Context: an optimization exercise on an open-source flow, tuned for small area. The choices shown serve that exercise and are no tape-out recipe. The RTL was checked by simulation tests, not by an equivalence proof against the original design. Power and IR drop assume default switching activity.

==> flow/design.v <==
`default_nettype none
package ring_pkg;
    localparam int WORD_W      = 72;
    localparam int ADDR_W      = 39;
    localparam int FRAME_WORDS = 4;
    localparam int INJ_DEPTH   = 8;
    localparam int MEM_CREDITS = 8;
    localparam int CNT_W       = 8;
    localparam int FRAME_CNT_W = $clog2(FRAME_WORDS);
    localparam int INJ_PTR_W   = $clog2(INJ_DEPTH) + 1;
    localparam int MEM_CRED_W  = $clog2(MEM_CREDITS + 1);
    localparam logic [ADDR_W-1:0] MEM0_BASE = 39'h00_0000_0000;
    localparam logic [ADDR_W-1:0] MEM0_LAST = 39'h00_000F_FFFF;
    localparam logic [ADDR_W-1:0] MEM1_BASE = 39'h00_4000_0000;
    localparam logic [ADDR_W-1:0] MEM1_LAST = 39'h00_7FFF_FFFF;
    typedef logic [WORD_W-1:0] word_t;
    typedef logic [ADDR_W-1:0] addr_t;
    typedef logic [CNT_W-1:0]  drop_cnt_t;
    typedef struct packed {
        logic  sof;
        logic  busy;
        word_t data;
    } slot_t;
    typedef struct packed {
        logic  stb;
        logic  sof;
        word_t data;
    } stream_t;
    typedef enum logic [1:0] {
        INJ_FILL,
        INJ_WAIT_SLOT,
        INJ_EMIT
    } inj_state_t;
    typedef enum logic {
        EXT_PASS,
        EXT_CLAIM
    } ext_state_t;
endpackage
`default_nettype wire
`timescale 1ns/1ps
`default_nettype none
module ring_shell
(
    input  wire                  clk,
    input  wire                  rst,
    input  ring_pkg::stream_t    i_br0,
    input  ring_pkg::stream_t    i_br1,
    output logic                 o_br0_credit,
    output logic                 o_br1_credit,
    output ring_pkg::stream_t    o_mem0,
    output ring_pkg::stream_t    o_mem1,
    input  wire                  i_mem0_credit,
    input  wire                  i_mem1_credit,
    output ring_pkg::drop_cnt_t  o_drop_count
);
    localparam int W = ring_pkg::WORD_W;
    logic [1:0] phase;
    always_ff @(posedge clk or posedge rst)
    begin
        if (rst)
            phase <= 2'd0;
        else
            phase <= phase + 2'd1;
    end
    wire ph0 = (phase == 2'd0);
    wire ph1 = (phase == 2'd1);
    wire ph2 = (phase == 2'd2);
    wire ph3 = (phase == 2'd3);
    logic [W-1:0] mem0 [0:6];
    logic [6:0]   wp0;
    logic [6:0]   rp0;
    logic [2:0]   cnt0;
    logic         rd0;
    logic [W-1:0] s1;
    logic [W-1:0] s1_d;
    assign rd0 = ph1 ? cnt0[2] : o_br0_credit;
    always_ff @(posedge clk or posedge rst)
    begin
        if (rst)
        begin
            wp0          <= 7'd1;
            rp0          <= 7'd1;
            cnt0         <= 3'd0;
            o_br0_credit <= 1'b0;
        end
        else
        begin
            o_br0_credit <= rd0;
            if (i_br0.stb)
                wp0 <= {wp0[5:0], wp0[6]};
            if (rd0)
                rp0 <= {rp0[5:0], rp0[6]};
            cnt0 <= cnt0 + {2'b00, i_br0.stb} - {2'b00, rd0};
        end
    end
    always_ff @(posedge clk)
    begin
        for (int i = 0; i < 7; i++)
            if (i_br0.stb && wp0[i])
                mem0[i] <= i_br0.data;
    end
    always_comb
    begin
        logic [W-1:0] r;
        r = '0;
        for (int i = 0; i < 7; i++)
            r = r | ({W{rp0[i]}} & mem0[i]);
        s1_d = r;
    end
    logic [W-1:0] mem1 [0:7];
    logic [7:0]   wp1;
    logic [7:0]   rp1;
    logic [3:0]   cnt1;
    logic         rd1;
    logic         busy1;
    logic [W-1:0] s2;
    logic [W-1:0] st2;
    assign rd1  = ph2 ? (cnt1[3] | cnt1[2]) & ~o_br0_credit : o_br1_credit;
    always_ff @(posedge clk or posedge rst)
    begin
        if (rst)
        begin
            wp1          <= 8'd1;
            rp1          <= 8'd1;
            cnt1         <= 4'd0;
            o_br1_credit <= 1'b0;
            busy1        <= 1'b0;
        end
        else
        begin
            o_br1_credit <= rd1;
            busy1        <= o_br0_credit | rd1;
            if (i_br1.stb)
                wp1 <= {wp1[6:0], wp1[7]};
            if (rd1)
                rp1 <= {rp1[6:0], rp1[7]};
            cnt1 <= cnt1 + {3'b000, i_br1.stb} - {3'b000, rd1};
        end
    end
    always_ff @(posedge clk)
    begin
        for (int i = 0; i < 8; i++)
            if (i_br1.stb && wp1[i])
                mem1[i] <= i_br1.data;
        s1 <= s1_d;
        s2 <= s1;
    end
    always_comb
    begin
        logic [W-1:0] r;
        r = {W{~o_br1_credit}} & s2;
        for (int i = 0; i < 8; i++)
            r = r | ({W{o_br1_credit & rp1[(i + 1) % 8]}} & mem1[i]);
        st2 = r;
    end
    logic [3:0]   cred0;
    logic         stb0;
    logic         send0;
    logic         busy2;
    logic [W-1:0] r3;
    wire in0 = (st2[38:20] == 19'd0);
    assign send0 = ph3 ? busy1 & in0 & (cred0 >= 4'd4) : stb0;
    always_ff @(posedge clk or posedge rst)
    begin
        if (rst)
        begin
            cred0 <= 4'd8;
            stb0  <= 1'b0;
            busy2 <= 1'b0;
        end
        else
        begin
            stb0  <= send0;
            busy2 <= busy1 & ~send0;
            cred0 <= cred0 - {3'b000, send0} + {3'b000, i_mem0_credit};
        end
    end
    always_ff @(posedge clk)
        r3 <= st2;
    assign o_mem0 = {stb0, stb0 & ph0, r3};
    logic [3:0]   cred1;
    logic         stb1;
    logic         send1;
    logic         busy3;
    logic [W-1:0] r4;
    wire in1 = (r3[38:30] == 9'd1);
    assign send1 = ph0 ? busy2 & in1 & (cred1 >= 4'd4) : stb1;
    always_ff @(posedge clk or posedge rst)
    begin
        if (rst)
        begin
            cred1 <= 4'd8;
            stb1  <= 1'b0;
            busy3 <= 1'b0;
        end
        else
        begin
            stb1  <= send1;
            busy3 <= busy2 & ~send1;
            cred1 <= cred1 - {3'b000, send1} + {3'b000, i_mem1_credit};
        end
    end
    always_ff @(posedge clk)
        r4 <= r3;
    assign o_mem1 = {stb1, stb1 & ph1, r4};
    ring_pkg::drop_cnt_t drop_cnt;
    always_ff @(posedge clk or posedge rst)
    begin
        if (rst)
            drop_cnt <= '0;
        else if (ph1 && busy3 && (drop_cnt != '1))
            drop_cnt <= drop_cnt + 1'b1;
    end
    assign o_drop_count = drop_cnt;
endmodule
`default_nettype wire
clock: 4.0 ns
lec_check: 0
cap_margin: 20
core_margin: 2
core_utilization: 40
cts_cluster_diameter: 120
cts_cluster_size: 25
slew_margin: 20
standard.sh (not shown) runs the stock make flow with config.mk's settings and CLKGATE_MAP_FILE= SYNTH_SCRIPT=/design/flow/synth_recipe.tcl, a recipe that flattens the netlist after the stock synthesis.
==> flow/flow/run.sh <==
#!/bin/bash
# The standard layout (standard synthesis unchanged), with two changes:
# - port buffers are sky130_fd_sc_hd__buf_1 instead of the resizer's default pick
#   (every input and output port still gets its own buffer)
# - clock tree: larger sink clusters and no dummy loads
# make's full output goes to flow.log; each ORFS step keeps its own log under orfs/logs
set -euo pipefail
export BUFFER_PORTS_ARGS="-buffer_cell sky130_fd_sc_hd__buf_1"
export CTS_ARGS="-sink_clustering_enable -repair_clock_nets -dont_use_dummy_load -sink_clustering_size 25 -sink_clustering_max_diameter 120"
bash standard.sh finish > flow.log 2>&1
==> next run, changes <==
--- a/flow/design.v
+++ b/flow/design.v
@@ -65,40 +65,40 @@
     wire ph0 = (phase == 2'd0);
     wire ph1 = (phase == 2'd1);
     wire ph2 = (phase == 2'd2);
     wire ph3 = (phase == 2'd3);
     logic [W-1:0] mem0 [0:6];
-    logic [6:0]   wp0;
+    logic [2:0]   wp0;
     logic [6:0]   rp0;
     logic [2:0]   cnt0;
     logic         rd0;
     logic [W-1:0] s1;
     logic [W-1:0] s1_d;
     assign rd0 = ph1 ? cnt0[2] : o_br0_credit;
     always_ff @(posedge clk or posedge rst)
     begin
         if (rst)
         begin
-            wp0          <= 7'd1;
+            wp0          <= 3'd0;
             rp0          <= 7'd1;
             cnt0         <= 3'd0;
             o_br0_credit <= 1'b0;
         end
         else
         begin
             o_br0_credit <= rd0;
             if (i_br0.stb)
-                wp0 <= {wp0[5:0], wp0[6]};
+                wp0 <= (wp0 == 3'd6) ? 3'd0 : wp0 + 3'd1;
             if (rd0)
                 rp0 <= {rp0[5:0], rp0[6]};
             cnt0 <= cnt0 + {2'b00, i_br0.stb} - {2'b00, rd0};
         end
     end
     always_ff @(posedge clk)
     begin
         for (int i = 0; i < 7; i++)
-            if (i_br0.stb && wp0[i])
+            if (i_br0.stb && (wp0 == 3'(i)))
                 mem0[i] <= i_br0.data;
     end
     always_comb
     begin
         logic [W-1:0] r;
@@ -106,11 +106,11 @@
         for (int i = 0; i < 7; i++)
             r = r | ({W{rp0[i]}} & mem0[i]);
         s1_d = r;
     end
     logic [W-1:0] mem1 [0:7];
-    logic [7:0]   wp1;
+    logic [2:0]   wp1;
     logic [7:0]   rp1;
     logic [3:0]   cnt1;
     logic         rd1;
     logic         busy1;
     logic [W-1:0] s2;
@@ -118,31 +118,31 @@
     assign rd1  = ph2 ? (cnt1[3] | cnt1[2]) & ~o_br0_credit : o_br1_credit;
     always_ff @(posedge clk or posedge rst)
     begin
         if (rst)
         begin
-            wp1          <= 8'd1;
+            wp1          <= 3'd0;
             rp1          <= 8'd1;
             cnt1         <= 4'd0;
             o_br1_credit <= 1'b0;
             busy1        <= 1'b0;
         end
         else
         begin
             o_br1_credit <= rd1;
             busy1        <= o_br0_credit | rd1;
             if (i_br1.stb)
-                wp1 <= {wp1[6:0], wp1[7]};
+                wp1 <= wp1 + 3'd1;
             if (rd1)
                 rp1 <= {rp1[6:0], rp1[7]};
             cnt1 <= cnt1 + {3'b000, i_br1.stb} - {3'b000, rd1};
         end
     end
     always_ff @(posedge clk)
     begin
         for (int i = 0; i < 8; i++)
-            if (i_br1.stb && wp1[i])
+            if (i_br1.stb && (wp1 == 3'(i)))
                 mem1[i] <= i_br1.data;
         s1 <= s1_d;
         s2 <= s1;
     end
     always_comb
After rerunning: Via count came out lower by 0.78%. Power rose by 13%. Clock-buffer cell count stays the same. Combinational power climbs by 120%. Synthesized area is lower by 0.42%. Worst setup slack gets better by 0.075 ns. Synthesized cell count hardly moves. Routed wire length barely changes. Clock power decreases by about 0.7%. Die area fell by 0.42%.

[separate check: timing with driven ports]
Ports are ideal in the flow. The routed layouts listed here were re-timed in OpenROAD. Step 1: set_driving_cell puts a clkbuf_16 on clk and a buf_2 on each other input, an assumption about the parent block. Step 2 also shifts input and output timing later by t, the mid clock arrival at the registers, as if the neighbouring blocks saw the same clock. a / b / c = ideal ports / drivers / drivers and shift; a / b = the first two.
| run | t (ns) | slack for setup (ns) | slew at the worst register clock pin (ns) |
|---|---|---|---|
| the first run | 0.693 | 0.170 / 0.170 / 0.170 | 0.10 / 0.10 |
| the second run | 0.693 | 0.245 / 0.245 / 0.245 | 0.10 / 0.10 |
After both steps setup and hold are still met in every run listed.
